What follows belongs to an exercise in optimizing a design on an open flow for small area, a short achievable clock period and few clock cycles per item; a production flow would make more cautious choices.
Function was not checked in any run shown here: the RTL went through the layout flow alone.
No activity file was given, so power comes from the tool's default toggle rates.

File: design/flow/config.mk
export PLATFORM = sky130hd
export DESIGN_NAME = rgb_pixel_brightness_blend_unit
export DESIGN_NICKNAME = rgb_pixel_brightness_blend_unit
export VERILOG_FILES = /design/flow/design.v
export SDC_FILE = /design/flow/constraint.sdc
export NUM_CORES = 4
export LEC_CHECK = 0
export CAP_MARGIN = 20
export CORE_MARGIN = 2
export CORE_UTILIZATION = 40
export SLEW_MARGIN = 20
File: design/flow/constraint.sdc
create_clock -name core_clock -period 11.0 [get_ports {i_clk}]
set_input_delay 2.2000 -clock core_clock [delete_from_list [all_inputs] [get_ports {i_clk}]]
set_output_delay 2.2000 -clock core_clock [all_outputs]
set_load 0.01 [all_outputs]
File: design/flow/design.v
`timescale 1ns / 1ps
module rgb_pixel_brightness_blend_unit
(
    input  logic                i_clk,
    input  logic                i_rst_n,
    input  logic                i_cfg_we,
    input  logic [2:0]          i_cfg_index,
    input  logic [31:0]         i_cfg_data,
    input  logic                i_valid,
    output logic                o_stall,
    input  logic [1:0]          i_func,
    input  logic [31:0]         i_src_pixel,
    input  logic [31:0]         i_dst_pixel,
    output logic                o_valid,
    input  logic                i_stall,
    output logic [31:0]         o_out_pixel,
    output logic                o_write_enable
);
    function automatic logic [7:0] bright(input logic [7:0] x, input logic [7:0] c);
        logic [7:0] hi;
        hi = {1'b0, c[7:1]} + {1'b0, x[6:0]} + {7'd0, ~x[7]};
        if (hi[7] == x[7]) bright = {8{x[7]}};
        else               bright = {hi[6:0], c[0]};
    endfunction
    function automatic logic [7:0] blend(input logic [7:0] d, input logic [7:0] s,
                                         input logic [7:0] t);
        logic [15:0] p;
        p = '0;
        for (int i = 0; i < 8; i++) p = p + (16'(t[i] ? s : d) << i);
        blend = p[15:8];
    endfunction
    function automatic logic [7:0] get_ch(input logic [31:0] pix, input logic [4:0] pos);
        logic [22:0] a;
        logic [14:0] b;
        logic [10:0] c;
        logic [8:0]  d;
        a = pos[4] ? {7'd0, pix[31:16]} : pix[22:0];
        b = pos[3] ? a[22:8] : a[14:0];
        c = pos[2] ? b[14:4] : b[10:0];
        d = pos[1] ? c[10:2] : c[8:0];
        get_ch = pos[0] ? d[8:1] : d[7:0];
    endfunction
    function automatic logic [31:0] put_ch(input logic [7:0] val, input logic [4:0] pos);
        logic [8:0]  a;
        logic [10:0] b;
        logic [14:0] c;
        logic [22:0] d;
        a = pos[0] ? {val, 1'b0} : {1'b0, val};
        b = pos[1] ? {a, 2'b0} : {2'b0, a};
        c = pos[2] ? {b, 4'b0} : {4'b0, b};
        d = pos[3] ? {c, 8'b0} : {8'b0, c};
        put_ch = pos[4] ? {d[15:0], 16'b0} : {9'b0, d};
    endfunction
    logic [2:0][4:0] r_pos;
    logic [7:0]  r_level;
    logic [31:0] r_fill;
    logic        r_sprite;
    always_ff @(posedge i_clk) begin
        if (!i_rst_n) begin
            r_pos[0] <= 5'd16;
            r_pos[1] <= 5'd8;
            r_pos[2] <= 5'd0;
            r_level  <= 8'd128;
            r_fill   <= '0;
            r_sprite <= 1'b0;
        end else if (i_cfg_we) begin
            case (i_cfg_index)
                3'd0: r_pos[0] <= i_cfg_data[4:0];
                3'd1: r_pos[1] <= i_cfg_data[4:0];
                3'd2: r_pos[2] <= i_cfg_data[4:0];
                3'd3: r_level  <= i_cfg_data[7:0];
                3'd4: r_fill   <= i_cfg_data;
                3'd5: r_sprite <= i_cfg_data[0];
                default: ;
            endcase
        end
    end
    logic        r_s2_valid, r_s3_valid, r_out_valid, r_skid_valid;
    logic        go, push, out_load;
    assign go       = !r_skid_valid;
    assign o_stall  = r_skid_valid;
    assign push     = go && r_s3_valid;
    assign out_load = !r_out_valid || !i_stall;
    always_ff @(posedge i_clk) begin
        if (!i_rst_n) begin
            r_s2_valid   <= 1'b0;
            r_s3_valid   <= 1'b0;
            r_out_valid  <= 1'b0;
            r_skid_valid <= 1'b0;
        end else begin
            if (go) begin
                r_s2_valid <= i_valid;
                r_s3_valid <= r_s2_valid;
            end
            if (out_load) r_out_valid <= r_skid_valid || push;
            r_skid_valid <= r_skid_valid ? !out_load : (push && !out_load);
        end
    end
    logic [31:0] c_pix;
    logic [2:0][7:0] n_d;
    logic [2:0][7:0] n_c;
    always_comb begin
        c_pix = (i_func == 2'd1) ? r_fill : i_src_pixel;
        for (int k = 0; k < 3; k++) begin
            n_d[k] = get_ch(i_dst_pixel, r_pos[k]);
            n_c[k] = get_ch(c_pix, r_pos[k]);
        end
    end
    logic [1:0]  r_s2_func;
    logic [31:0] r_s2_dst;
    logic [2:0][7:0] r_s2_d;
    logic [2:0][7:0] r_s2_c;
    always_ff @(posedge i_clk) begin
        if (go) begin
            r_s2_func <= i_func;
            r_s2_dst  <= i_dst_pixel;
            r_s2_d    <= n_d;
            r_s2_c    <= n_c;
        end
    end
    logic        black, n_pass;
    logic [2:0][7:0] n_v;
    always_comb begin
        black  = (r_s2_c[0] == '0) && (r_s2_c[1] == '0) && (r_s2_c[2] == '0);
        n_pass = (r_s2_func == 2'd1 || r_s2_func == 2'd2) &&
                 ((r_level == '0) || (r_s2_func == 2'd2 && r_sprite && black));
        for (int k = 0; k < 3; k++) begin
            if (r_s2_func == 2'd0 || r_s2_func == 2'd3)
                n_v[k] = bright(r_s2_func[0] ? bright(r_level, r_s2_c[k]) : r_level, r_s2_d[k]);
            else if (r_level == 8'hFF)
                n_v[k] = r_s2_c[k];
            else
                n_v[k] = blend(r_s2_d[k], r_s2_c[k], r_level);
        end
    end
    logic        r_s3_pass;
    logic [31:0] r_s3_dst;
    logic [2:0][7:0] r_s3_v;
    always_ff @(posedge i_clk) begin
        if (go) begin
            r_s3_pass <= n_pass;
            r_s3_dst  <= r_s2_dst;
            r_s3_v    <= n_v;
        end
    end
    logic [31:0] n_pixel;
    always_comb begin
        n_pixel = '0;
        for (int k = 0; k < 3; k++) n_pixel |= put_ch(r_s3_v[k], r_pos[k]);
        if (r_s3_pass) n_pixel = r_s3_dst;
    end
    logic [31:0] r_out_pixel, r_skid_pixel;
    logic        r_out_we, r_skid_we;
    always_ff @(posedge i_clk) begin
        if (!r_skid_valid) begin
            r_skid_pixel <= n_pixel;
            r_skid_we    <= !r_s3_pass;
        end
        if (out_load) begin
            r_out_pixel <= r_skid_valid ? r_skid_pixel : n_pixel;
            r_out_we    <= r_skid_valid ? r_skid_we : !r_s3_pass;
        end
    end
    assign o_valid        = r_out_valid;
    assign o_out_pixel    = r_out_pixel;
    assign o_write_enable = r_out_we;
endmodule
File: design/flow/flow/run.sh
#!/bin/bash
# Standard layout, with timing repair aiming below the clock period: the
# repair steps try to leave MARGIN ns of setup slack at the design's period.
set -euo pipefail
MARGIN=$(cat flow/margin.txt)
cp standard.sh standard_copy.log
bash standard.sh SETUP_SLACK_MARGIN=$MARGIN finish > flow_orfs.log 2>&1
File: design/flow/flow/margin.txt
7
File: design/flow/standard.sh
#!/bin/bash
# synth_recipe.tcl (not shown) runs the flow's synth.tcl, then flattens the netlist and writes it again
# the make line also repeats each setting of config.mk as NAME=value (left out here)
make -C /OpenROAD-flow-scripts/flow DESIGN_CONFIG=/design/flow/config.mk WORK_HOME=/design/flow/orfs CLKGATE_MAP_FILE= SYNTH_SCRIPT=/design/flow/synth_recipe.tcl "${@:-finish}"
==> results.py, run 1 <==
metrics = {
    "outcome": {
        "status": "complete, no violations",
    },
    "clock_tree": {
        "clk_pin_slew_ps": 70,
        "cts_max_level": 1,
        "clock_latency_ps": 570,
        "clk_path_buf_depth": 3,
        "root_buffer": "clkbuf_16",
        "numClockSinks": 265,
        "cts_tree": "built",
        "cts_hold_buf": 0,
        "cts-buffers-inserted": 28,
    },
    "hold_path": {
        "hold_class": "reg2reg",
    },
    "timing": {
        "worstMarginPinSlew_ps": 1146,
        "tns_ps": 0,
        "clock_skew_ps": 31.79,
        "slew_headroom_pct": 23.04,
        "drv_slew": 0,
        "layout_setup_ws_ps": 6177,
        "hold_slack_ps": 397.1,
        "period_minus_slack_ps": 4823,
        "grt_setup_unrepaired": "true",
        "clock.fmax_mhz": 207.3,
        "setup_viol": 0,
        "final_hold_viol_count": 0,
        "timing.final.crit_share_pct": 43.85,
    },
    "grt": {
        "track_usage_pct": 27.11,
        "first_global_vias": 21128,
        "antenna_found_initial": 1,
        "grt_overflow": 0,
        "grt_start_max_net_pins": 69,
        "grt_first_pass_wirelength_microns": 130200,
    },
    "yosys": {
        "ys_async_sr_fraction_pct": 0,
        "netlist_instances": 2475,
        "synth_edf_count": 172,
        "synth_area_sq_um": 24100,
        "synth_seq_cells": 265,
        "synth_cell_types": 80,
        "synth_ff_type": "edfxtp_1",
        "yosysWarnings": 1,
        "avgSynthCellArea_sq_um": 9.737,
        "syn_nets": 2819,
        "yosysSeqAreaShare_pct": 29.16,
    },
    "critical_path": {
        "arrival_ps": 5190,
        "crit_required_ps": 11360,
        "max_stage_delay_ps": 1060,
        "slowest_stage": "edfxtp_1",
        "crit_path_start_kind": "flip-flop",
        "critPathMaxFanout": 30,
        "worstSetupEndpointType": "flip-flop",
        "crit_path_cell_trace": "inv_1, nand2_1, o21ai_0, ha_1, a31oi_1, fa_1, nor2b_1, o21ai_0, a21o_1, nand2b_1, a21o_1, xor2_1, a21oi_1, a211oi_1",
        "crit_type": "reg2reg",
    },
    "power": {
        "pwr-share-clk_pct": 13.8,
        "vdd_drop_max_mv": 0.1854,
        "combPwrFrac_pct": 65.1,
        "power_mw": 6.841,
        "power_leakage_nw": 11.66,
        "power.density_nw_per_um2": 229.6,
        "p_switching_mw": 2.918,
        "seqPwrFrac_pct": 21.1,
        "p_int_mw": 3.923,
        "switching_share_pct": 42.66,
    },
    "place": {
        "pre_cts_ws_ps": 5680,
        "hpwl_microns": 58520,
        "port_buffers": 140,
        "gp_congestion": 0.9233,
        "place_area_sq_um": 26290,
    },
    "detailed_routing": {
        "vias": 21196,
        "antenna_left": 0,
        "dr.pass1.iters": 5,
        "drtIter0Drc": 2067,
        "drc": 0,
        "drt-total-wl_microns": 87430,
        "vias_per_cell": 6.077,
        "routedWlPerCell_microns": 25.07,
    },
    "floorplan": {
        "fp.dieW_microns": 249.5,
        "core_area_sq_um": 59240,
        "ios": 141,
        "die_area_sq_um": 62230,
        "initial_core_util_pct": 40.68,
        "fp-row-count": 89,
        "fp.dieH_microns": 249.5,
    },
    "cells_and_area": {
        "nNetsFinal": 3036,
        "areaGrowthSynthToFinish_pct": 23.63,
        "fillers": 5403,
        "layout-drive-gt1-share_pct": 21.48,
        "final_area_sq_um": 29790,
    },
    "job": {
        "drv_cap": 0,
    },
}
-- worst paths after layout --
kind         slack (ps)         start      endpoint  depth (start not counted)
max                6180  r_s2_func[0]    r_s3_v[15]                         14
min                 400  r_s2_dst[30]  r_s3_dst[30]                          0
min reg2reg         400  r_s2_dst[30]  r_s3_dst[30]                          0
max reg2reg        6180  r_s2_func[0]    r_s3_v[15]                         14
-- stage by stage --
step / std cells / utilization [%]
finish: 3488 / 50.29
global route: 3487 / 50.29
CTS: 3452 / 49.12
detailed placement: 3251 / 44.37
global placement: 3251 / 44.37
floorplan: 2475 / -
-- power by group through the flow --
stage	sequential (mW)	combinational (mW)	clock (mW)
after detailed placement	1.52	3.54	0
after CTS	1.45	4.05	0.957
after global placement	1.51	3.50	0
after global routing	1.46	4.87	0.997
after floorplan	1.42	2.65	0
final	1.44	4.45	0.944
-- worst max-delay path, delay by kind of cell, from the launching register on --
kind / cells / cell delay (ps)
compound gates: 7 / 1600
xor+xnor: 1 / 150
fa+ha+maj: 2 / 640
buf+inv: 1 / 620
flops: 1 / 1060
simple gates: 3 / 520
-- what timing repair did --
item | 4_1_cts | 5_1_grt
pin swaps | 33 | 57
cloned | 8 | 3
resized for setup | 119 | 88
hold endpoints to repair | 0 | 0
setup endpoints to repair | 49 | 49
setup buffers | 141 | 32
-- cells in the final DEF, fill, tap and decap left out, drive strengths merged, types with 12 or more instances in the layout --
cell type	count
o21a	17
a31oi	15
buf	217
mux4	46
inv	170
clkdlybuf4s50	138
dfxtp	93
a21oi	116
fa	117
mux2	109
nor3	33
xnor2	19
a221o	12
clkbuf	46
ha	121
mux2i	303
a211oi	35
o311ai	12
edfxtp	172
nand2b	31
a21o	18
a21boi	44
xor2	16
nor2b	34
and2	13
o21ai	183
nand3	25
nor2	97
o22ai	29
o211ai	22
nand2	258
-- cell type report --
class                   count  area, sq um  area share, %
well taps                 773        967.2          3.246
diodes                      1        2.502       0.008399
inverters                 172        649.4          2.180
flip-flops and latches    265         7061          23.70
multi-input cells        1860        16600          55.73
clock inverters             9        103.9         0.3486
repair buffers            365         3607          12.11
clock buffers              43        798.3          2.679
-- cells by family after synthesis --
kind of cell / share of synthesized area (%)
buffers and inverters: 5.519
XOR/XNOR: 1.272
AND/OR/NAND/NOR: 9.901
AO/OA/AOI/OAI: 16.07
multiplexers: 21.98
flip-flops: 29.16
adder cells (fa/ha/maj): 16.10
-- registers in the layout, indices dropped and copies added, names as in the netlist --
name and flops:
r_s3_pass 1, r_pos 15, r_skid_pixel 32, r_skid_we 1, r_s2_valid 1, r_s3_v 24, r_s2_d 24, r_s2_dst 32
r_s2_c 24, r_out_valid 1, r_s2_func 2, r_fill 32, r_s3_dst 32, r_skid_valid 1, r_out_we 1, r_level 8
r_out_pixel 32, r_s3_valid 1, r_sprite 1
-- per-layer routing --
layer / up-vias / part of all wire, % / track usage, % / wire length, microns
li1: 9457 / - / - / -
met1: 10511 / 42 / 36.41 / 36530
met4: 2 / 4.3 / 10.21 / 3797
met2: 1000 / 46 / 44.09 / 40180
met3: 226 / 7.9 / 4.245 / 6915
met5: - / 0.015 / 0 / 13
-- synth_stat cells, types with 14 or more instances --
cell type / count / area (sq um)
nand2_1: 258 / 968.4
nand2b_1: 31 / 193.9
o21ai_0: 180 / 900.9
xnor2_1: 19 / 166.4
dfxtp_1: 93 / 1862
mux2i_1: 303 / 3033
edfxtp_1: 172 / 5165
inv_1: 168 / 630.6
nor2b_1: 34 / 212.7
nor2_1: 97 / 364.1
nor3_1: 33 / 165.2
o211ai_1: 22 / 165.2
a211oi_1: 35 / 262.8
nand3_1: 25 / 125.1
fa_1: 117 / 2342
clkbuf_1: 127 / 476.7
xor2_1: 16 / 140.1
o21a_1: 17 / 127.6
mux2_2: 109 / 1227
a31oi_1: 14 / 87.58
mux4_2: 46 / 1036
a21oi_1: 116 / 580.6
buf_1: 38 / 142.6
a21o_1: 18 / 135.1
a21boi_0: 43 / 322.8
ha_1: 121 / 1514
o22ai_1: 29 / 181.4
==> run 2: changes to the inputs <==
==> design/flow/flow/margin.txt (replaced) <==
8.5
==> run 2 against run 1 <==
Final area increased by 11%. Die area unchanged. Clock skew increased by 3.8 ps. Power increased by 5.8%. Core utilization increased by 5.7 points. First-iteration DRC count increased by 8.8%. Worst setup slack improved by 17 ps. Global-route usage increased by 1.6 points. Synthesized cell count unchanged. Critical path depth unchanged. Via count increased by 5.5%. Synthesized area unchanged. Critical endpoint is now r_s3_v[22]. Largest power group unchanged.
==> results.py, run 2 <==
metrics = {
    "outcome": {
        "status": "complete, no violations",
    },
    "cells_and_area": {
        "mostFrequentLayoutCells": "245 x buf_4, 207 x nand2_1, 183 x mux2i_1",
        "areaGrowthSynthToFinish_pct": 37.63,
        "nNetsFinal": 3154,
        "fillers": 4926,
        "layout-drive-gt1-share_pct": 37.79,
        "final_common_cell": "buf_4",
    },
    "clock_tree": {
        "clock_latency_ps": 600,
        "root_buffer": "clkbuf_16",
        "clk_path_buf_depth": 3,
        "numClockSinks": 265,
        "cts_tree": "built",
        "cts_max_level": 1,
        "cts-buffers-inserted": 30,
        "cts_hold_buf": 0,
        "clk_pin_slew_ps": 70,
    },
    "yosys": {
        "synthTopCellsByCount": "303 x mux2i_1, 258 x nand2_1, 180 x o21ai_0",
        "syn_nets": 2819,
        "synth_edf_count": 172,
        "yosysSeqAreaShare_pct": 29.16,
        "ys_top_cells_by_area": "edfxtp_1 21%, mux2i_1 13%, fa_1 9.7%",
        "synth_cell_types": 80,
        "synth_ff_type": "edfxtp_1",
        "netlist_instances": 2475,
        "ys_async_sr_fraction_pct": 0,
        "synth_seq_cells": 265,
        "avgSynthCellArea_sq_um": 9.737,
        "yosysWarnings": 1,
        "yosys.area.top_type": "edfxtp_1",
        "yosysMostFrequentCell": "mux2i_1",
        "synth_area_sq_um": 24100,
        "synth_top_area_share_pct": 21.43,
    },
    "critical_path": {
        "reg2reg_slack_ps": 6190,
        "worstSetupStartpoint": "r_level[4]",
        "rr_endpoint": "r_s3_v[22]",
        "critPathMaxFanout": 6,
        "ff2ff_path_depth": 14,
        "crit_required_ps": 11320,
        "endpoint": "r_s3_v[22]",
        "crit_path_start_kind": "flip-flop",
        "arrival_ps": 5130,
        "r2r-start": "r_level[4]",
        "crit_type": "reg2reg",
        "worstSetupEndpointType": "flip-flop",
    },
    "detailed_routing": {
        "routedWlPerCell_microns": 26.06,
        "dr.pass1.iters": 6,
        "vias": 22354,
        "vias_per_cell": 6.196,
        "drt-total-wl_microns": 94020,
        "drc": 0,
        "antenna_left": 0,
        "drtIter0Drc": 2249,
    },
    "timing": {
        "drv_slew": 0,
        "worstMarginPinSlew_ps": 999.3,
        "setup_viol": 0,
        "grt_setup_unrepaired": "true",
        "clock_skew_ps": 35.64,
        "timing.final.crit_share_pct": 43.69,
        "clock.fmax_mhz": 208.1,
        "final_hold_viol_count": 0,
        "tns_ps": 0,
        "slew_headroom_pct": 33.38,
        "period_minus_slack_ps": 4806,
        "hold_slack_ps": 416.6,
    },
    "job": {
        "drv_cap": 0,
    },
    "place": {
        "port_buffers": 140,
        "hpwl_microns": 59200,
        "gp_congestion": 0.9258,
    },
    "floorplan": {
        "ios": 141,
        "initial_core_util_pct": 40.68,
        "fp.dieW_microns": 249.5,
        "core_area_sq_um": 59240,
        "fp.dieH_microns": 249.5,
        "fp-row-count": 89,
        "die_area_sq_um": 62230,
    },
    "grt": {
        "grt_overflow": 0,
        "grt_first_pass_wirelength_microns": 137400,
        "track_usage_pct": 28.73,
        "first_global_vias": 22115,
        "grt_start_max_net_pins": 73,
        "antenna_found_initial": 1,
    },
    "power": {
        "power.density_nw_per_um2": 218.3,
        "power_leakage_nw": 13.11,
        "vdd_drop_max_mv": 0.2094,
    },
    "hold_path": {
        "hold_class": "reg2reg",
    },
}
## run 2: cell counts after synthesis
No cell type changed its count.
## run 2: how the worst min path moves through the flow
stage,slack [ps],endpoint,from,cells past startpoint
4_1_cts,420,r_s3_dst[30],r_s2_dst[30],0
3_3_place_gp,400,r_s3_dst[29],r_s2_dst[29],0
2_1_floorplan,400,r_s3_dst[0],r_s2_dst[0],0
6_report,420,r_s3_dst[30],r_s2_dst[30],0
5_1_grt,420,r_s3_dst[26],r_s2_dst[26],0
3_5_place_dp,400,r_s3_dst[30],r_s2_dst[30],0
## run 2: critical path: stages, from the launching register on
cell and delay, ps:
dfxtp_4 450, mux2_4 330, fa_1 560, fa_1 430
fa_1 520, fa_1 470, ha_4 290, nand4_1 90
nor4_2 370, o211a_4 230, o2111ai_4 160, a21boi_2 220
mux2i_1 200, a21o_1 130, o31ai_1 60
## run 2: power breakdown
group	switching, mW	internal (mW)	leakage, nW
Clock	0.435	0.564	0.476
Combinational	2.54	2.23	10.0
Sequential	0.158	1.32	2.63
## run 2: metrics by stage
stage / instances / setup slack (ps) / cell area [sq um] / power (mW) / util, %
after detailed placement: 3247 / 5465 / 26480 / 5.127 / 44.71
final: 3608 / 6194 / 33170 / 7.239 / 55.98
after global routing: 3607 / 6049 / 33160 / 7.737 / 55.98
after global placement: 3247 / 5533 / 26480 / 5.053 / 44.71
after CTS: 3549 / 6260 / 31390 / 6.688 / 52.99
after floorplan: 2475 / 6326 / 24890 / 4.087 / -
## run 2: cells by family after synthesis
kind of cell,after synthesis,share of synthesized area (%)
mux,458,21.98
flops,265,29.16
fa+ha+maj,240,16.10
buf+inv,350,5.519
simple gates,532,9.901
xor+xnor,35,1.272
compound gates,595,16.07
## run 2: timing repair
| action | in CTS | in global routing |
|---|---|---|
| gates cloned | 18 | 1 |
| setup buffers | 228 | 57 |
| gates resized for setup | 790 | 314 |
| hold endpoints to repair | 0 | 0 |
| endpoints found under the setup margin | 267 | 197 |
| pin swaps | 98 | 156 |
## run 2: metal layers
metal / track usage, % / routed length, microns / vias to the layer above
met5: 0 / 0 / -
met4: 11.39 / 4148 / 0
met3: 4.746 / 8284 / 246
met2: 46.40 / 43660 / 1224
met1: 38.52 / 37930 / 11129
li1: - / - / 9755
## run 2: cell type report
type                       count  area (sq um)  share of cell area [%]
antenna                        1         2.502                0.007545
multi-input combinational   1864         18560                   55.95
tap                          773         967.2                   2.916
clock buffer                  36         793.3                   2.392
clock inverter                20         181.4                  0.5470
inverter                     172         658.1                   1.984
sequential                   265          7084                   21.36
timing repair buffer         477          4922                   14.84
==> run 3: changes to the inputs <==
==> design/flow/run.sh (new file) <==
#!/bin/bash
# synth_recipe.tcl (not shown) runs the flow's synth.tcl, then flattens the netlist and writes it again
# the make line also repeats each setting of config.mk as NAME=value (left out here)
make -C /OpenROAD-flow-scripts/flow DESIGN_CONFIG=/design/flow/config.mk WORK_HOME=/design/flow/orfs CLKGATE_MAP_FILE= SYNTH_SCRIPT=/design/flow/synth_recipe.tcl finish
removed: design/flow/flow/run.sh
removed: design/flow/flow/margin.txt
removed: design/flow/standard.sh
==> run 3 against run 2 <==
Wire length is 16% lower. Clock skew is 11 ps lower. Critical path depth is 1 higher. Non-clock buffer count is 296 lower. Global-route usage is 3.8 points lower. Die area stayed put.
==> results.py, run 3 <==
metrics = {
    "cells_and_area": {
        "nNetsFinal": 2853,
        "final_common_cell": "mux2i_1",
        "antennaDiodeCount": 0,
        "areaGrowthSynthToFinish_pct": 12.33,
        "post-route-util_pct": 45.69,
        "layout-drive-gt1-share_pct": 10.70,
        "mostFrequentLayoutCells": "303 x mux2i_1, 258 x nand2_1, 180 x o21ai_0",
        "fillers": 5588,
    },
    "detailed_routing": {
        "routedWlPerCell_microns": 23.81,
        "vias": 19880,
        "antenna_left": 0,
        "drc": 0,
        "dr.pass1.iters": 10,
        "vias_per_cell": 6.015,
        "drtIter0Drc": 1881,
        "drt-total-wl_microns": 78690,
    },
    "yosys": {
        "synth_seq_cells": 265,
        "synth_edf_count": 172,
        "syn_nets": 2819,
        "synth_ff_type": "edfxtp_1",
        "ys_top_cells_by_area": "edfxtp_1 21%, mux2i_1 13%, fa_1 9.7%",
        "yosysMostFrequentCell": "mux2i_1",
        "ys_async_sr_fraction_pct": 0,
        "synthTopCellsByCount": "303 x mux2i_1, 258 x nand2_1, 180 x o21ai_0",
        "avgSynthCellArea_sq_um": 9.737,
        "yosysWarnings": 1,
        "yosys.area.top_type": "edfxtp_1",
        "netlist_instances": 2475,
        "yosysSeqAreaShare_pct": 29.16,
        "synth_cell_types": 80,
        "synth_top_area_share_pct": 21.43,
        "synth_area_sq_um": 24100,
    },
    "timing": {
        "slew_headroom_pct": 25.06,
        "setup_viol": 0,
        "worstMarginPinSlew_ps": 1124,
        "period_minus_slack_ps": 5881,
        "timing.final.crit_share_pct": 53.46,
        "tns_ps": 0,
        "grt_setup_unrepaired": "false",
        "drv_slew": 0,
        "clock.fmax_mhz": 170.0,
        "clock_skew_ps": 25.06,
        "layout_setup_ws_ps": 5119,
        "final_hold_viol_count": 0,
    },
    "floorplan": {
        "ios": 141,
        "core_area_sq_um": 59240,
        "initial_core_util_pct": 40.68,
        "die_area_sq_um": 62230,
        "fp.dieW_microns": 249.5,
        "fp-row-count": 89,
        "fp.dieH_microns": 249.5,
    },
    "grt": {
        "grt_use_met1_pct": 33.70,
        "met3_usage_pct": 4.015,
        "grt_first_pass_wirelength_microns": 121200,
        "antenna_found_initial": 4,
        "track_usage_pct": 24.93,
        "grt_overflow": 0,
        "grt_start_max_net_pins": 73,
        "grtUsageMet2_pct": 41.51,
        "top_usage_layer": "met2",
        "first_global_vias": 20151,
    },
    "hold_path": {
        "worstHoldEndpoint": "r_s3_dst[18]",
        "holdPathStages": 0,
        "hold_class": "reg2reg",
        "min-delay-start": "r_s2_dst[18]",
    },
    "place": {
        "pre_cts_ws_ps": 5129,
        "gp_congestion": 0.9422,
        "port_buffers": 140,
        "hpwl_microns": 58740,
    },
    "critical_path": {
        "crit_path_start_kind": "flip-flop",
        "r2r-start": "r_level[6]",
        "arrival_ps": 6180,
        "ff2ff_path_depth": 15,
        "worstSetupEndpointType": "flip-flop",
        "critPathMaxFanout": 23,
        "rr_endpoint": "r_s3_v[22]",
        "crit_type": "reg2reg",
        "reg2reg_slack_ps": 5120,
        "crit_required_ps": 11300,
    },
    "power": {
        "power_leakage_nw": 10.53,
        "power.density_nw_per_um2": 215.6,
        "power_mw": 5.836,
        "combPwrFrac_pct": 57.9,
        "switching_share_pct": 42.06,
        "pwr-share-clk_pct": 16.6,
        "vdd_drop_max_mv": 0.1815,
        "p_switching_mw": 2.455,
        "seqPwrFrac_pct": 25.6,
        "p_int_mw": 3.381,
    },
    "clock_tree": {
        "clk_pin_slew_ps": 60,
        "post_cts_buffers": 0,
        "clk_path_buf_depth": 3,
        "cts_max_level": 1,
        "root_buffer": "clkbuf_16",
        "ctsResizeCount": 0,
        "numClockSinks": 265,
        "cts-buffers-inserted": 29,
        "cts_hold_buf": 0,
        "cts_tree": "built",
        "clock_latency_ps": 590,
    },
    "job": {
        "drv_cap": 0,
    },
    "outcome": {
        "status": "complete, no violations",
    },
}
## run 3: layout make-up
class	count	area [sq um]	share of cell area, %
repair buffers	181	1709	6.314
multi-input cells	1860	15750	58.20
flip-flops and latches	265	7034	25.99
clock inverters	16	122.6	0.4530
inverters	172	650.6	2.404
well taps	773	967.2	3.573
clock buffers	38	832.0	3.074
## run 3: how the worst max path moves through the flow
stage | cells past startpoint | startpoint | to
2_1_floorplan | 17 | r_level[1] | r_s3_v[22]
3_3_place_gp | 15 | r_level[6] | r_s3_v[22]
3_5_place_dp | 15 | r_level[6] | r_s3_v[22]
4_1_cts | 15 | r_level[6] | r_s3_v[22]
5_1_grt | 15 | r_level[6] | r_s3_v[22]
6_report | 15 | r_level[6] | r_s3_v[22]
## run 3: logic make-up (layout without fill, tap and decap cells)
kind of cell | after synthesis | in the layout | share of synthesized area [%]
buffers and inverters | 350 | 407 | 5.519
adders and majority gates | 240 | 240 | 16.10
DFF | 265 | 265 | 29.16
muxes | 458 | 458 | 21.98
and+or+nand+nor | 532 | 532 | 9.901
xor gates and xnor gates | 35 | 35 | 1.272
AOI/OAI and AO/OA | 595 | 595 | 16.07
## run 3: worst max-delay path, stage by stage (launching register included)
cell and delay (ps):
dfxtp_1 600, buf_4 480, mux2_2 410, fa_1 510, fa_1 580, fa_1 430
fa_1 440, ha_1 310, nand4_1 100, nor4_1 500, o211a_1 280, o2111ai_1 190
a21boi_0 320, mux2i_1 230, a21o_1 120, o31ai_1 50
## run 3: per-layer routing
| metal | share of wire (%) | vias to the layer above |
|---|---|---|
| li1 | - | 9084 |
| met2 | 47 | 789 |
| met1 | 43 | 9845 |
| met4 | 2.8 | 6 |
| met3 | 6.9 | 156 |
| met5 | 0.051 | - |
## run 3: power groups by stage
stage,combinational (mW),sequential [mW],clock [mW]
after global placement,3.29,1.50,0
after CTS,3.38,1.49,0.986
after detailed placement,3.35,1.51,0
after global routing,3.82,1.51,1.03
after floorplan,2.48,1.42,0
final,3.38,1.49,0.966
## run 3: stage by stage
stage	area [sq um]	std cells	hold slack [ps]
after CTS	27060	3304	419.5
after global routing	27070	3305	425.9
final	27070	3305	419.6
after global placement	26100	3250	400.5
after detailed placement	26110	3250	404.5
after floorplan	24100	2475	400.3
==> run 4: changes to the inputs <==
--- a/design/flow/design.v
+++ b/design/flow/design.v
@@ -56,6 +56,10 @@
     logic [31:0] r_fill;
     logic        r_sprite;
+    logic        r_lv_zero;      
+    logic        r_lv_full;      
     always_ff @(posedge i_clk) begin
         if (!i_rst_n) begin
+            r_lv_zero <= 1'b0;
+            r_lv_full <= 1'b0;
             r_pos[0] <= 5'd16;
             r_pos[1] <= 5'd8;
@@ -69,5 +73,9 @@
                 3'd1: r_pos[1] <= i_cfg_data[4:0];
                 3'd2: r_pos[2] <= i_cfg_data[4:0];
-                3'd3: r_level  <= i_cfg_data[7:0];
+                3'd3: begin
+                    r_level   <= i_cfg_data[7:0];
+                    r_lv_zero <= i_cfg_data[7:0] == 8'h00;
+                    r_lv_full <= i_cfg_data[7:0] == 8'hFF;
+                end
                 3'd4: r_fill   <= i_cfg_data;
                 3'd5: r_sprite <= i_cfg_data[0];
@@ -107,5 +115,8 @@
         end
     end
-    logic [1:0]  r_s2_func;
+    logic [2:0]  r_s2_bri;       
+    logic [2:0]  r_s2_paste;     
+    logic        r_s2_mix;       
+    logic        r_s2_key;       
     logic [31:0] r_s2_dst;
     logic [2:0][7:0] r_s2_d;
@@ -113,5 +124,8 @@
     always_ff @(posedge i_clk) begin
         if (go) begin
-            r_s2_func <= i_func;
+            r_s2_bri   <= {i_func[0] ~^ i_func[1], i_func[0] ^ i_func[1], i_func[0] ~^ i_func[1]};
+            r_s2_paste <= {i_func[0] & i_func[1], !(i_func[0] & i_func[1]), i_func[0] & i_func[1]};
+            r_s2_mix   <= i_func[0] ^ i_func[1];
+            r_s2_key   <= i_func == 2'd2 && r_sprite;
             r_s2_dst  <= i_dst_pixel;
             r_s2_d    <= n_d;
@@ -119,14 +133,15 @@
         end
     end
-    logic        black, n_pass;
+    logic        black, n_pass, bri_k, paste_k;
     logic [2:0][7:0] n_v;
     always_comb begin
         black  = (r_s2_c[0] == '0) && (r_s2_c[1] == '0) && (r_s2_c[2] == '0);
-        n_pass = (r_s2_func == 2'd1 || r_s2_func == 2'd2) &&
-                 ((r_level == '0) || (r_s2_func == 2'd2 && r_sprite && black));
+        n_pass = r_s2_mix && (r_lv_zero || (r_s2_key && black));
         for (int k = 0; k < 3; k++) begin
-            if (r_s2_func == 2'd0 || r_s2_func == 2'd3)
-                n_v[k] = bright(r_s2_func[0] ? bright(r_level, r_s2_c[k]) : r_level, r_s2_d[k]);
-            else if (r_level == 8'hFF)
+            bri_k   = (k == 1) ? !r_s2_bri[k] : r_s2_bri[k];
+            paste_k = (k == 1) ? !r_s2_paste[k] : r_s2_paste[k];
+            if (bri_k)
+                n_v[k] = bright(paste_k ? bright(r_level, r_s2_c[k]) : r_level, r_s2_d[k]);
+            else if (r_lv_full)
                 n_v[k] = r_s2_c[k];
             else
==> design/flow/flow/run.sh (new file) <==
#!/bin/bash
# Standard layout, with timing repair aiming below the clock period: the
# repair steps try to leave MARGIN ns of setup slack at the design's period.
set -euo pipefail
MARGIN=$(cat flow/margin.txt)
cp standard.sh standard_copy.log
bash standard.sh SETUP_SLACK_MARGIN=$MARGIN finish > flow_orfs.log 2>&1
==> design/flow/flow/margin.txt (new file) <==
8.5
==> design/flow/standard.sh (new file) <==
#!/bin/bash
# synth_recipe.tcl (not shown) runs the flow's synth.tcl, then flattens the netlist and writes it again
# the make line also repeats each setting of config.mk as NAME=value (left out here)
make -C /OpenROAD-flow-scripts/flow DESIGN_CONFIG=/design/flow/config.mk WORK_HOME=/design/flow/orfs CLKGATE_MAP_FILE= SYNTH_SCRIPT=/design/flow/synth_recipe.tcl "${@:-finish}"
removed: design/flow/run.sh
==> run 4 against run 3 <==
Clock skew is 8.1 ps lower. Critical path type unchanged. Clock-buffer cell count stayed put. Core utilization is 9.9 points higher. Worst setup slack better by 880 ps.
==> results.py, run 4 <==
metrics = {
    "critical_path": {
        "rr_endpoint": "r_s3_v[15]",
        "max_stage_delay_ps": 590,
        "reg2reg_slack_ps": 6000,
        "crit_type": "reg2reg",
        "crit_family": "adder cells",
        "endpoint": "r_s3_v[15]",
        "ff2ff_path_depth": 15,
        "slowest_stage": "fa_2",
        "crit_path_cell_trace": "mux2_4, fa_1, fa_2, fa_1, fa_1, ha_1, nand4_1, nand4b_1, a311oi_2, o21ai_2, a21boi_2, o21ai_1, nand2b_1, xnor2_1, o311ai_1",
        "crit_path_start_kind": "flip-flop",
        "crit_required_ps": 11400,
        "r2r-start": "r_s2_d[14]",
        "arrival_ps": 5410,
        "critPathMaxFanout": 4,
        "crit_cells": 15,
        "worstSetupStartpoint": "r_s2_d[14]",
        "worstSetupEndpointType": "flip-flop",
        "worst_path_most_repeated_cell": "fa_1",
        "path_buf_inv": 0,
    },
    "cells_and_area": {
        "mostFrequentLayoutCells": "221 x nand2_1, 206 x buf_4, 175 x edfxtp_1",
        "areaGrowthSynthToFinish_pct": 36.67,
        "nNetsFinal": 3160,
        "fin_cells": 3611,
        "antennaDiodeCount": 0,
        "layout-drive-gt1-share_pct": 36.43,
        "fillers": 5111,
        "final_common_cell": "nand2_1",
    },
    "power": {
        "p_switching_mw": 3.065,
        "vdd_drop_max_mv": 0.1902,
        "combPwrFrac_pct": 65.7,
        "switching_share_pct": 42.42,
        "power.density_nw_per_um2": 219.5,
        "power_mw": 7.226,
        "seqPwrFrac_pct": 20.4,
        "pwr-share-clk_pct": 13.9,
        "p_int_mw": 4.161,
        "power_leakage_nw": 13.26,
    },
    "place": {
        "dp_cells": 3260,
        "gp_congestion": 0.9359,
        "hpwl_microns": 56610,
        "port_buffers": 140,
    },
    "timing": {
        "clock_skew_ps": 16.91,
        "timing.final.crit_share_pct": 45.47,
        "period_minus_slack_ps": 5001,
        "grt_setup_unrepaired": "true",
        "slew_headroom_pct": 40.03,
        "setup_viol": 0,
        "tns_ps": 0,
        "drv_slew": 0,
        "final_hold_viol_count": 0,
        "clock.fmax_mhz": 199.9,
        "worstMarginPinSlew_ps": 899.6,
    },
    "floorplan": {
        "core_area_sq_um": 59240,
        "fp-row-count": 89,
        "ios": 141,
        "initial_core_util_pct": 40.65,
        "fp.dieH_microns": 249.4,
        "die_area_sq_um": 62190,
        "fp.dieW_microns": 249.4,
    },
    "clock_tree": {
        "clock_latency_ps": 600,
        "clk_path_buf_depth": 3,
        "cts_max_level": 1,
        "clk_pin_slew_ps": 70,
        "numClockSinks": 270,
        "cts_tree": "built",
        "cts_hold_buf": 0,
        "cts-buffers-inserted": 30,
        "root_buffer": "clkbuf_16",
    },
    "grt": {
        "grt_first_pass_wirelength_microns": 135200,
        "track_usage_pct": 28.28,
        "grt_start_max_net_pins": 80,
        "grt_overflow": 0,
        "first_global_vias": 21629,
        "antenna_found_initial": 2,
    },
    "yosys": {
        "synth_top_area_share_pct": 21.82,
        "ys_top_cells_by_area": "edfxtp_1 22%, mux2i_1 10%, fa_1 9.7%",
        "synth_cell_types": 88,
        "synth_area_sq_um": 24080,
        "synth_edf_count": 175,
        "syn_nets": 2835,
        "netlist_instances": 2489,
        "yosysMostFrequentCell": "nand2_1",
        "avgSynthCellArea_sq_um": 9.676,
        "yosys.area.top_type": "edfxtp_1",
        "yosysSeqAreaShare_pct": 29.72,
        "ys_async_sr_fraction_pct": 0,
        "yosysWarnings": 1,
        "synth_ff_type": "edfxtp_1",
        "synthTopCellsByCount": "271 x nand2_1, 245 x mux2i_1, 189 x o21ai_0",
        "synth_seq_cells": 270,
    },
    "outcome": {
        "status": "complete, no violations",
    },
    "detailed_routing": {
        "drc": 0,
        "drt-total-wl_microns": 91840,
        "vias_per_cell": 6.045,
        "routedWlPerCell_microns": 25.43,
        "drtIter0Drc": 2067,
        "vias": 21828,
        "dr.pass1.iters": 6,
        "antenna_left": 0,
    },
    "job": {
        "drv_cap": 0,
    },
    "hold_path": {
        "hold_class": "reg2reg",
    },
}
==> run 4: cell types whose count changed after synthesis, sizes merged, moves of 11 or more <==
| cell | change |
|---|---|
| nor3 | -14 |
| buf | -12 |
| o211ai | +12 |
| mux2i | -58 |
| a211oi | -16 |
| mux2 | +36 |
| o22a | +12 |
| nor2 | +24 |
| o21ai | +12 |
| nand2 | +13 |
| mux4 | -11 |
==> run 4: what timing repair did <==
action,4_1_cts,5_1_grt
cloned,28,4
endpoints found under the setup margin,346,195
pin swaps,62,122
endpoints found under the hold margin,0,0
buffers inserted,186,77
gates resized for setup,761,282
==> run 4: logic make-up after synthesis <==
family | count (synthesis) | synth area share, %
adder cells (fa/ha/maj) | 252 | 16.65
multiplexers | 425 | 20.23
flip-flops | 270 | 29.72
XOR/XNOR | 42 | 1.527
AND/OR/NAND/NOR | 544 | 10.11
buffers and inverters | 358 | 5.616
AO/OA/AOI/OAI | 598 | 16.15
==> run 4: power by group through the flow <==
| stage | clock, mW | combinational [mW] | sequential (mW) |
|---|---|---|---|
| after global routing | 1.06 | 5.17 | 1.49 |
| after floorplan | 0 | 2.67 | 1.44 |
| after CTS | 1.02 | 4.27 | 1.46 |
| final | 1.00 | 4.75 | 1.47 |
| after global placement | 0 | 3.49 | 1.52 |
| after detailed placement | 0 | 3.58 | 1.52 |
==> run 4: area by class of cell <==
class	instances	area [sq um]	share of cell area (%)
well taps	773	967.2	2.938
repair buffers	463	5144	15.63
clock buffers	38	820.8	2.494
multi-input cells	1864	17840	54.20
inverters	183	740.7	2.250
flip-flops and latches	270	7217	21.92
repair inverters	2	15.01	0.04561
clock inverters	18	172.7	0.5246
==> run 4: how the worst min path moves through the flow <==
stage               cells past startpoint  slack [ps]          from      endpoint
floorplan                               0         400   r_s2_dst[0]   r_s3_dst[0]
global placement                        0         400  r_s2_dst[17]  r_s3_dst[17]
detailed placement                      0         400   r_s2_dst[0]   r_s3_dst[0]
CTS                                     0         410  r_s2_dst[17]  r_s3_dst[17]
global route                            0         420  r_s2_dst[17]  r_s3_dst[17]
finish                                  0         410  r_s2_dst[17]  r_s3_dst[17]
==> run 4: layer usage <==
layer	vias up	GRT usage (%)	share of wire, %
li1	9671	-	-
met1	10776	36.90	40
met2	1131	46.74	47
met3	248	4.568	8.3
met4	2	11.65	4.7
met5	-	0	0.020
==> run 4: metrics by stage <==
step | utilization (%) | setup slack [ps] | hold slack (ps) | instance area [sq um]
3_5_place_dp | 44.61 | 5543 | 404.5 | 26430
2_1_floorplan | - | 6092 | 400.3 | 24790
4_1_cts | 52.49 | 6016 | 407.8 | 31090
6_report | 55.56 | 5999 | 409.4 | 32920
3_3_place_gp | 44.61 | 5646 | 400.4 | 26430
5_1_grt | 55.56 | 5815 | 418.4 | 32920
==> run 4: worst register-to-register path, cell delays in order (launching register included) <==
cell	delay, ps
edfxtp_1	550
mux2_4	350
fa_1	520
fa_2	590
fa_1	450
fa_1	450
ha_1	310
nand4_1	120
nand4b_1	290
a311oi_2	340
o21ai_2	120
a21boi_2	190
o21ai_1	120
nand2b_1	120
xnor2_1	80
o311ai_1	240
==> run 5: changes to the inputs <==
--- a/design/flow/design.v
+++ b/design/flow/design.v
@@ -30,4 +30,23 @@
         blend = p[15:8];
     endfunction
+    function automatic logic [31:0] csa(input logic [15:0] a, input logic [15:0] b,
+                                        input logic [15:0] c);
+        csa = {a ^ b ^ c, ((a & b) | (a & c) | (b & c)) << 1};
+    endfunction
+    function automatic logic [16:0] blend_cs(input logic [7:0] d, input logic [7:0] s,
+                                             input logic [7:0] t);
+        logic [7:0][15:0] r;
+        logic [31:0] x1, x2, x3, x4, x5, x6;
+        logic [8:0]  lo;
+        for (int i = 0; i < 8; i++) r[i] = 16'(t[i] ? s : d) << i;
+        x1 = csa(r[0], r[1], r[2]);
+        x2 = csa(r[3], r[4], r[5]);
+        x3 = csa(x1[31:16], x1[15:0], x2[31:16]);
+        x4 = csa(x2[15:0], r[6], r[7]);
+        x5 = csa(x3[31:16], x3[15:0], x4[31:16]);
+        x6 = csa(x5[31:16], x5[15:0], x4[15:0]);
+        lo = {1'b0, x6[23:16]} + {1'b0, x6[7:0]};
+        blend_cs = {lo[8], x6[31:24], x6[15:8]};
+    endfunction
     function automatic logic [7:0] get_ch(input logic [31:0] pix, input logic [4:0] pos);
         logic [22:0] a;
@@ -84,5 +103,5 @@
         end
     end
-    logic        r_s2_valid, r_s3_valid, r_out_valid, r_skid_valid;
+    logic        r_s2_valid, r_s2b_valid, r_s3_valid, r_out_valid, r_skid_valid;
     logic        go, push, out_load;
     assign go       = !r_skid_valid;
@@ -93,4 +112,5 @@
         if (!i_rst_n) begin
             r_s2_valid   <= 1'b0;
+            r_s2b_valid  <= 1'b0;
             r_s3_valid   <= 1'b0;
             r_out_valid  <= 1'b0;
@@ -99,5 +119,6 @@
             if (go) begin
                 r_s2_valid <= i_valid;
-                r_s3_valid <= r_s2_valid;
+                r_s2b_valid <= r_s2_valid;
+                r_s3_valid  <= r_s2b_valid;
             end
             if (out_load) r_out_valid <= r_skid_valid || push;
@@ -128,11 +149,13 @@
             r_s2_mix   <= i_func[0] ^ i_func[1];
             r_s2_key   <= i_func == 2'd2 && r_sprite;
-            r_s2_dst  <= i_dst_pixel;
-            r_s2_d    <= n_d;
-            r_s2_c    <= n_c;
-        end
-    end
-    logic        black, n_pass, bri_k, paste_k;
-    logic [2:0][7:0] n_v;
+            r_s2_dst   <= i_dst_pixel;
+            r_s2_d     <= n_d;
+            r_s2_c     <= n_c;
+        end
+    end
+    logic        bri_k, paste_k, black, n_pass;
+    logic [16:0] cs;
+    logic [2:0][7:0] n_hi, n_lo;
+    logic [2:0]  n_cin;
     always_comb begin
         black  = (r_s2_c[0] == '0) && (r_s2_c[1] == '0) && (r_s2_c[2] == '0);
@@ -141,19 +164,55 @@
             bri_k   = (k == 1) ? !r_s2_bri[k] : r_s2_bri[k];
             paste_k = (k == 1) ? !r_s2_paste[k] : r_s2_paste[k];
-            if (bri_k)
-                n_v[k] = bright(paste_k ? bright(r_level, r_s2_c[k]) : r_level, r_s2_d[k]);
-            else if (r_lv_full)
-                n_v[k] = r_s2_c[k];
+            cs = blend_cs(r_s2_d[k], r_s2_c[k], r_level);
+            n_cin[k] = 1'b0;
+            if (n_pass) begin
+                n_hi[k] = r_s2_dst[8*k +: 8];
+                n_lo[k] = r_s2_dst[31:24];
+            end else if (bri_k) begin
+                n_hi[k] = paste_k ? bright(r_level, r_s2_c[k]) : r_level;
+                n_lo[k] = r_s2_d[k];
+            end else if (r_lv_full) begin
+                n_hi[k] = r_s2_c[k];
+                n_lo[k] = '0;
+            end else begin
+                n_hi[k]  = cs[15:8];
+                n_lo[k]  = cs[7:0];
+                n_cin[k] = cs[16];
+            end
+        end
+    end
+    logic [2:0]  r_s2b_bri;      
+    logic        r_s2b_pass;
+    logic [2:0][7:0] r_s2b_hi, r_s2b_lo;
+    logic [2:0]  r_s2b_cin;
+    always_ff @(posedge i_clk) begin
+        if (go) begin
+            r_s2b_bri  <= r_s2_bri;
+            r_s2b_pass <= n_pass;
+            r_s2b_hi   <= n_hi;
+            r_s2b_lo   <= n_lo;
+            r_s2b_cin  <= n_cin;
+        end
+    end
+    logic [2:0][7:0] n_v;
+    logic        bri2_k;
+    always_comb begin
+        for (int k = 0; k < 3; k++) begin
+            bri2_k = (k == 1) ? !r_s2b_bri[k] : r_s2b_bri[k];
+            if (r_s2b_pass)
+                n_v[k] = r_s2b_hi[k];
+            else if (bri2_k)
+                n_v[k] = bright(r_s2b_hi[k], r_s2b_lo[k]);
             else
-                n_v[k] = blend(r_s2_d[k], r_s2_c[k], r_level);
+                n_v[k] = r_s2b_hi[k] + r_s2b_lo[k] + 8'(r_s2b_cin[k]);
         end
     end
     logic        r_s3_pass;
-    logic [31:0] r_s3_dst;
+    logic [7:0]  r_s3_hi;
     logic [2:0][7:0] r_s3_v;
     always_ff @(posedge i_clk) begin
         if (go) begin
-            r_s3_pass <= n_pass;
-            r_s3_dst  <= r_s2_dst;
+            r_s3_pass <= r_s2b_pass;
+            r_s3_hi   <= r_s2b_lo[0];
             r_s3_v    <= n_v;
         end
@@ -163,5 +222,5 @@
         n_pixel = '0;
         for (int k = 0; k < 3; k++) n_pixel |= put_ch(r_s3_v[k], r_pos[k]);
-        if (r_s3_pass) n_pixel = r_s3_dst;
+        if (r_s3_pass) n_pixel = {r_s3_hi, r_s3_v};
     end
     logic [31:0] r_out_pixel, r_skid_pixel;
==> design/flow/flow/margin.txt (replaced) <==
7
==> run 5 against run 4 <==
Still clean on timing, DRC and antenna. Via count increased by 5.6%. Clock skew increased by 26 ps. Global-route usage decreased by 0.19 points. Power decreased by 15%. Final area decreased by 5.5%. Final cell count increased by 3.6%. Register-to-register slack improved by 1000 ps. Flip-flop and latch count increased by 31. Sequential share of layout area increased by 4.1 points. Combinational power decreased by 36%. Core utilization decreased by 8.2 points. Largest power group unchanged.
==> results.py, run 5 <==
metrics = {
    "grt": {
        "grt_start_max_net_pins": 88,
        "antenna_found_initial": 1,
        "first_global_vias": 22740,
        "grt_overflow": 0,
        "track_usage_pct": 28.09,
        "grt_first_pass_wirelength_microns": 144200,
    },
    "clock_tree": {
        "clock_latency_ps": 580,
        "cts_tree": "built",
        "cts_max_level": 2,
        "cts_hold_buf": 0,
        "clk_pin_slew_ps": 60,
        "clk_path_buf_depth": 3,
        "root_buffer": "clkbuf_16",
        "cts-buffers-inserted": 37,
        "numClockSinks": 301,
    },
    "critical_path": {
        "crit_path_cell_trace": "buf_4, ha_4, buf_12, buf_16, mux2_4, mux2i_2, mux4_2, nor2_1, a311o_1, a221o_1",
        "max_stage_delay_ps": 390,
        "slowest_stage": "a311o_1",
        "crit_required_ps": 11310,
        "r2r-start": "r_level[3]",
        "worstSetupEndpointType": "flip-flop",
        "critPathMaxFanout": 5,
        "rr_endpoint": "r_s2b_cin[1]",
        "endpoint": "r_s2_c[0]",
        "reg2reg_slack_ps": 7020,
        "arrival_ps": 4380,
        "ff2ff_path_depth": 15,
        "crit_type": "in2reg",
        "crit_path_start_kind": "input port",
        "worstSetupStartpoint": "i_func[0]",
    },
    "cells_and_area": {
        "areaGrowthSynthToFinish_pct": 16.99,
        "nNetsFinal": 3182,
        "antennaDiodeCount": 0,
        "final_area_sq_um": 31120,
        "layout-drive-gt1-share_pct": 15.64,
        "mostFrequentLayoutCells": "256 x nand2_1, 249 x mux2i_1, 205 x edfxtp_1",
        "post-route-util_pct": 47.34,
        "final_common_cell": "nand2_1",
    },
    "place": {
        "port_buffers": 140,
        "hpwl_microns": 69430,
        "gp_congestion": 0.9430,
        "place_area_sq_um": 28640,
    },
    "power": {
        "vdd_drop_max_mv": 0.1141,
        "switching_share_pct": 41.12,
        "power_leakage_nw": 12.25,
        "seqPwrFrac_pct": 30.5,
        "power.density_nw_per_um2": 196.4,
        "p_int_mw": 3.600,
        "pwr-share-clk_pct": 19.5,
        "combPwrFrac_pct": 50.0,
        "p_switching_mw": 2.514,
        "power_mw": 6.113,
    },
    "yosys": {
        "synth_ff_type": "edfxtp_1",
        "yosysMostFrequentCell": "mux2i_1",
        "syn_nets": 3099,
        "yosys.area.top_type": "edfxtp_1",
        "ys_top_cells_by_area": "edfxtp_1 23%, mux2i_1 9.9%, fa_1 9.5%",
        "yosysWarnings": 1,
        "avgSynthCellArea_sq_um": 9.620,
        "ys_async_sr_fraction_pct": 0,
        "synth_seq_cells": 301,
        "yosysSeqAreaShare_pct": 30.37,
        "synth_top_area_share_pct": 23.14,
        "synth_area_sq_um": 26600,
        "synthTopCellsByCount": "263 x mux2i_1, 256 x nand2_1, 205 x edfxtp_1",
        "netlist_instances": 2765,
        "synth_edf_count": 205,
        "synth_cell_types": 80,
    },
    "outcome": {
        "status": "complete, no violations",
    },
    "timing": {
        "setup_viol": 0,
        "period_minus_slack_ps": 4067,
        "grt_setup_unrepaired": "true",
        "tns_ps": 0,
        "drv_slew": 0,
        "slew_headroom_pct": 25.69,
        "timing.final.crit_share_pct": 36.97,
        "worstMarginPinSlew_ps": 1113,
        "final_hold_viol_count": 0,
        "clock.fmax_mhz": 245.9,
        "clock_skew_ps": 43.07,
    },
    "detailed_routing": {
        "antenna_left": 0,
        "drt-total-wl_microns": 98570,
        "routedWlPerCell_microns": 26.35,
        "dr.pass1.iters": 8,
        "drc": 0,
        "vias_per_cell": 6.162,
        "vias": 23053,
        "drtIter0Drc": 2416,
    },
    "floorplan": {
        "ios": 141,
        "initial_core_util_pct": 40.46,
        "fp-row-count": 94,
        "fp.dieH_microns": 261.9,
        "core_area_sq_um": 65750,
        "fp.dieW_microns": 261.9,
        "die_area_sq_um": 68580,
    },
    "job": {
        "drv_cap": 0,
    },
    "hold_path": {
        "hold_class": "reg2reg",
    },
}
-- run 5: repair_timing --
item | in CTS | in global routing
pin swaps | 12 | 20
resized for setup | 66 | 40
hold endpoints to repair | 0 | 0
buffers inserted | 49 | 26
gates cloned | 6 | 2
setup endpoints to repair | 37 | 25
-- run 5: layout make-up --
type | instances | area (sq um)
Clock buffer | 49 | 1012
Multi-Input combinational cell | 2045 | 17120
Clock inverter | 19 | 173.9
Fill cell | 5976 | 34620
Tap cell | 864 | 1081
Timing Repair Buffer | 271 | 2892
Sequential cell | 301 | 8109
Inverter | 192 | 738.2
-- run 5: cell families after synthesis --
kind of cell	synth area share [%]
and+or+nand+nor	10.82
DFF	30.37
muxes	20.17
xor gates and xnor gates	1.449
adders and majority gates	14.73
buffers and inverters	6.228
AOI/OAI and AO/OA	16.23
-- run 5: worst max-delay path: cells and delay by family --
family                   cells  cell delay (ps)
AO/OA/AOI/OAI                2              700
AND/OR/NAND/NOR              1               50
adder cells (fa/ha/maj)      1              200
buffers and inverters        3              400
multiplexers                 3              820
-- run 5: per-stage QoR --
stage / hold WS [ps] / instances / setup WS [ps]
global placement: 426.9 / 3590 / 5543
finish: 455.7 / 3741 / 6933
detailed placement: 441.6 / 3590 / 5432
floorplan: 411.7 / 2765 / 6722
global route: 478.8 / 3741 / 6886
CTS: 457.0 / 3713 / 6963
-- run 5: worst min-delay path by stage --
stage / start / end / slack [ps] / depth (start not counted)
2_1_floorplan: r_skid_pixel[0] / r_skid_pixel[0] / 410 / 2
3_3_place_gp: r_skid_pixel[0] / r_skid_pixel[0] / 430 / 2
3_5_place_dp: r_skid_pixel[0] / r_skid_pixel[0] / 440 / 2
4_1_cts: r_skid_pixel[0] / r_skid_pixel[0] / 460 / 2
5_1_grt: r_skid_pixel[5] / r_skid_pixel[5] / 480 / 1
6_report: r_skid_pixel[0] / r_skid_pixel[0] / 460 / 2
-- run 5: metal layers --
metal,global-route usage (%),wire [microns]
met1,37.32,40150
met2,43.75,43990
met3,5.131,8523
met4,14.65,5892
met5,0,8
-- run 5: power by group through the flow --
stage,clock network (mW),registers [mW],logic [mW]
after floorplan,0,1.72,2.03
after global placement,0,1.89,2.81
after detailed placement,0,1.89,2.89
after CTS,1.21,1.86,2.98
after global routing,1.25,1.88,3.38
final,1.19,1.86,3.06
==> run 6: changes to the inputs <==
--- a/design/flow/design.v
+++ b/design/flow/design.v
@@ -126,39 +126,40 @@
         end
     end
-    logic [31:0] c_pix;
+    logic [31:0] c_pix, ch_mask;
     logic [2:0][7:0] n_d;
     logic [2:0][7:0] n_c;
+    logic        n_mix, n_key, n_black, n_pass;
     always_comb begin
         c_pix = (i_func == 2'd1) ? r_fill : i_src_pixel;
+        ch_mask = '0;
         for (int k = 0; k < 3; k++) begin
             n_d[k] = get_ch(i_dst_pixel, r_pos[k]);
             n_c[k] = get_ch(c_pix, r_pos[k]);
-        end
+            ch_mask |= put_ch(8'hFF, r_pos[k]);
+        end
+        n_mix   = i_func[0] ^ i_func[1];
+        n_key   = i_func == 2'd2 && r_sprite;
+        n_black = (i_src_pixel & ch_mask) == '0;
+        n_pass  = n_mix && (r_lv_zero || (n_key && n_black));
     end
     logic [2:0]  r_s2_bri;       
     logic [2:0]  r_s2_paste;     
-    logic        r_s2_mix;       
-    logic        r_s2_key;       
-    logic [31:0] r_s2_dst;
-    logic [2:0][7:0] r_s2_d;
-    logic [2:0][7:0] r_s2_c;
+    logic        r_s2_pass;
+    logic [2:0][7:0] r_s2_d;     
+    logic [2:0][7:0] r_s2_c;     
     always_ff @(posedge i_clk) begin
         if (go) begin
             r_s2_bri   <= {i_func[0] ~^ i_func[1], i_func[0] ^ i_func[1], i_func[0] ~^ i_func[1]};
             r_s2_paste <= {i_func[0] & i_func[1], !(i_func[0] & i_func[1]), i_func[0] & i_func[1]};
-            r_s2_mix   <= i_func[0] ^ i_func[1];
-            r_s2_key   <= i_func == 2'd2 && r_sprite;
-            r_s2_dst   <= i_dst_pixel;
-            r_s2_d     <= n_d;
-            r_s2_c     <= n_c;
-        end
-    end
-    logic        bri_k, paste_k, black, n_pass;
+            r_s2_pass  <= n_pass;
+            r_s2_d     <= n_pass ? i_dst_pixel[23:0] : n_d;
+            r_s2_c     <= {n_c[2:1], n_pass ? i_dst_pixel[31:24] : n_c[0]};
+        end
+    end
+    logic        bri_k, paste_k;
     logic [16:0] cs;
     logic [2:0][7:0] n_hi, n_lo;
     logic [2:0]  n_cin;
     always_comb begin
-        black  = (r_s2_c[0] == '0) && (r_s2_c[1] == '0) && (r_s2_c[2] == '0);
-        n_pass = r_s2_mix && (r_lv_zero || (r_s2_key && black));
         for (int k = 0; k < 3; k++) begin
             bri_k   = (k == 1) ? !r_s2_bri[k] : r_s2_bri[k];
@@ -166,7 +167,7 @@
             cs = blend_cs(r_s2_d[k], r_s2_c[k], r_level);
             n_cin[k] = 1'b0;
-            if (n_pass) begin
-                n_hi[k] = r_s2_dst[8*k +: 8];
-                n_lo[k] = r_s2_dst[31:24];
+            if (r_s2_pass) begin
+                n_hi[k] = r_s2_d[k];
+                n_lo[k] = r_s2_c[k];
             end else if (bri_k) begin
                 n_hi[k] = paste_k ? bright(r_level, r_s2_c[k]) : r_level;
@@ -189,5 +190,5 @@
         if (go) begin
             r_s2b_bri  <= r_s2_bri;
-            r_s2b_pass <= n_pass;
+            r_s2b_pass <= r_s2_pass;
             r_s2b_hi   <= n_hi;
             r_s2b_lo   <= n_lo;
==> run 6 against run 5 <==
Still clean on timing, DRC and antenna. Flip-flop and latch count decreased by 32. Non-clock buffer count is 34 higher. Wire length up 0.86%. Final area rose by 0.40%. Synthesized cell count increased by 5.4%. Global-route usage is 0.36 points higher. Final cell count grew 3.9%. Combinational power shrank 3%. Largest cell class unchanged. Highest routed layer is now met4.
==> results.py, run 6 <==
metrics = {
    "yosys": {
        "ys_async_sr_fraction_pct": 0,
        "yosys.area.top_type": "edfxtp_1",
        "synth_cell_types": 77,
        "yosysWarnings": 1,
        "synth_ff_type": "edfxtp_1",
        "synthTopCellsByCount": "318 x nand2_1, 315 x mux2i_1, 237 x o21ai_0",
        "ys_top_cells_by_area": "edfxtp_1 20%, mux2i_1 12%, fa_1 9.6%",
        "synth_edf_count": 173,
        "yosysSeqAreaShare_pct": 26.95,
        "yosysMostFrequentCell": "nand2_1",
        "synth_top_area_share_pct": 19.67,
        "synth_area_sq_um": 26410,
        "netlist_instances": 2915,
        "avgSynthCellArea_sq_um": 9.059,
        "syn_nets": 3255,
        "synth_seq_cells": 269,
    },
    "floorplan": {
        "fp.dieH_microns": 260.9,
        "core_area_sq_um": 65510,
        "fp-row-count": 94,
        "ios": 141,
        "fp.dieW_microns": 260.9,
        "initial_core_util_pct": 40.31,
        "die_area_sq_um": 68090,
    },
    "clock_tree": {
        "clk_pin_slew_ps": 60,
        "clock_latency_ps": 560,
        "cts_hold_buf": 0,
        "cts_tree": "built",
        "clk_path_buf_depth": 3,
        "root_buffer": "clkbuf_16",
        "cts_max_level": 2,
        "numClockSinks": 269,
        "cts-buffers-inserted": 35,
    },
    "detailed_routing": {
        "drc": 0,
        "dr.pass1.iters": 6,
        "routedWlPerCell_microns": 25.57,
        "wl_met1_microns": 41300,
        "antenna_left": 0,
        "dr_wl_met3_microns": 9030,
        "vias_per_cell": 6.143,
        "highest_layer": "met4",
        "drtIter0Drc": 2898,
        "route.met2.wl_microns": 43430,
        "drt-total-wl_microns": 99420,
        "vias": 23885,
    },
    "grt": {
        "track_usage_pct": 28.45,
        "grt_first_pass_wirelength_microns": 146400,
        "first_global_vias": 23132,
        "grt_overflow": 0,
        "grt_start_max_net_pins": 91,
        "antenna_found_initial": 2,
    },
    "timing": {
        "slew_headroom_pct": 23.81,
        "clock_skew_ps": 23.36,
        "grt_setup_unrepaired": "true",
        "drv_slew": 0,
        "tns_ps": 0,
        "final_hold_viol_count": 0,
        "worstMarginPinSlew_ps": 1139,
        "period_minus_slack_ps": 4531,
        "setup_viol": 0,
        "timing.final.crit_share_pct": 41.19,
        "clock.fmax_mhz": 220.7,
    },
    "power": {
        "power_mw": 5.849,
        "power_leakage_nw": 12.49,
        "vdd_drop_max_mv": 0.1449,
        "power.density_nw_per_um2": 187.2,
    },
    "place": {
        "hpwl_microns": 68910,
        "port_buffers": 140,
        "gp_congestion": 0.9651,
    },
    "cells_and_area": {
        "fillers": 6082,
        "mostFrequentLayoutCells": "317 x nand2_1, 298 x mux2i_1, 212 x o21ai_0",
        "final_common_cell": "nand2_1",
        "areaGrowthSynthToFinish_pct": 18.32,
        "nNetsFinal": 3337,
        "antennaDiodeCount": 0,
        "layout-drive-gt1-share_pct": 16.07,
        "reg_top3": "r_fill (32), r_out_pixel (32), r_skid_pixel (32)",
    },
    "critical_path": {
        "crit_path_start_kind": "input port",
        "critPathMaxFanout": 8,
        "worstSetupEndpointType": "flip-flop",
        "crit_type": "in2reg",
        "ff2ff_path_depth": 14,
        "crit_required_ps": 11310,
        "arrival_ps": 4840,
    },
    "job": {
        "drv_cap": 0,
    },
    "outcome": {
        "status": "complete, no violations",
    },
    "hold_path": {
        "holdPathStages": 2,
        "hold_class": "reg2reg",
    },
}
run 6: area by class of cell:
| type | count | area, sq um | share of cell area (%) |
|---|---|---|---|
| tap | 864 | 1081 | 3.460 |
| clock inverter | 24 | 234.0 | 0.7488 |
| inverter | 197 | 767.0 | 2.455 |
| clock buffer | 40 | 947.2 | 3.031 |
| multi-input combinational | 2189 | 17970 | 57.51 |
| sequential | 269 | 7148 | 22.88 |
| timing repair buffer | 305 | 3098 | 9.915 |
run 6: report_power, final:
part	internal (mW)	leakage, nW	total, mW	switching (mW)
combinational	1.40	9.21	2.98	1.59
clock	0.699	0.583	1.18	0.480
sequential	1.41	2.71	1.69	0.273
run 6: cell families after synthesis:
logic type                 Yosys count  share of synthesized area, %
AOI/OAI and AO/OA                  781                         19.37
xor gates and xnor gates            59                         1.957
adders and majority gates          246                         15.12
DFF                                269                         26.95
buffers and inverters              457                         6.690
and+or+nand+nor                    645                         11.03
muxes                              458                         18.88
run 6: final timing paths:
path / start / to / slack [ps]
setup / recovery: i_src_pixel[11] / r_s2_c[2] / 6470
hold / removal: r_skid_pixel[11] / r_skid_pixel[11] / 450
setup reg to reg: r_pos[12] / r_s2_c[2] / 6570
hold reg to reg: r_skid_pixel[11] / r_skid_pixel[11] / 450
run 6: critical path: stages:
cell and delay [ps]:
buf_8 100, buf_4 140, mux2_2 270, a22oi_2 160
nand4_1 100, nand4b_1 180, or4_4 510, nor4_4 350
o21ai_4 190, clkbuf_16 190, buf_12 140, mux2_4 290
run 6: metrics by stage:
stage	instance area (sq um)	setup slack, ps	utilization (%)	hold slack, ps	instances
floorplan	26630	6521	-	411.7	2915
detailed placement	28370	5072	43.30	436.1	3703
global placement	28360	5134	43.29	434.5	3703
finish	31250	6469	47.69	448.7	3888
CTS	30510	6350	46.58	452.9	3840
global route	31250	6451	47.69	488.0	3888
run 6: metal layers:
metal,vias up,GRT usage (%)
li1,10676,-
met1,11643,38.63
met2,1267,43.97
met3,299,4.675
met4,0,14.14
met5,-,0
run 6: repair_timing:
action	CTS	global route
gates resized for setup	87	96
setup buffers	67	46
pin swaps	21	45
endpoints found under the setup margin	61	60
cloned	6	2

## port drivers added, routing unchanged
The results above use ideal ports. As a check the final layouts listed here were re-extracted and re-timed, cells and wires unchanged. Step 1 sets driving cells, clkbuf_16 on the clock port and buf_2 on the other inputs (assumed; they add their load-dependent delay and slew). Step 2 adds t to the input delays and takes it off the output delays; t is the mean of the earliest and latest rising clock arrival at the registers after step 1. Input paths then give back, and output paths get back, about the clock's delay inside the block. Slacks: no drivers / after step 1 / after step 2; pairs: no drivers / after step 1.
run	t (ns)	setup WS [ns]	worst setup path at the end	slew at the worst register clock pin (ns)	pins driven straight from the clock port
run 1	0.611	6.177 / 6.177 / 6.177	register to register	0.07 / 0.07	1
run 2	0.645	6.194 / 6.194 / 6.194	register to register	0.07 / 0.07	1
run 3	0.633	5.119 / 5.119 / 5.119	register to register	0.07 / 0.07	1
run 4	0.643	5.999 / 5.999 / 5.999	register to register	0.07 / 0.07	1
run 5	0.625	6.933 / 6.955 / 6.331	input to register	0.06 / 0.06	1
run 6	0.603	6.469 / 6.482 / 5.879	input to register	0.07 / 0.07	1
After both steps every run listed still meets setup and hold. For run 5, which loses most, drivers alone change the setup slack by +0.022 ns; drivers and shift together by -0.602 ns.
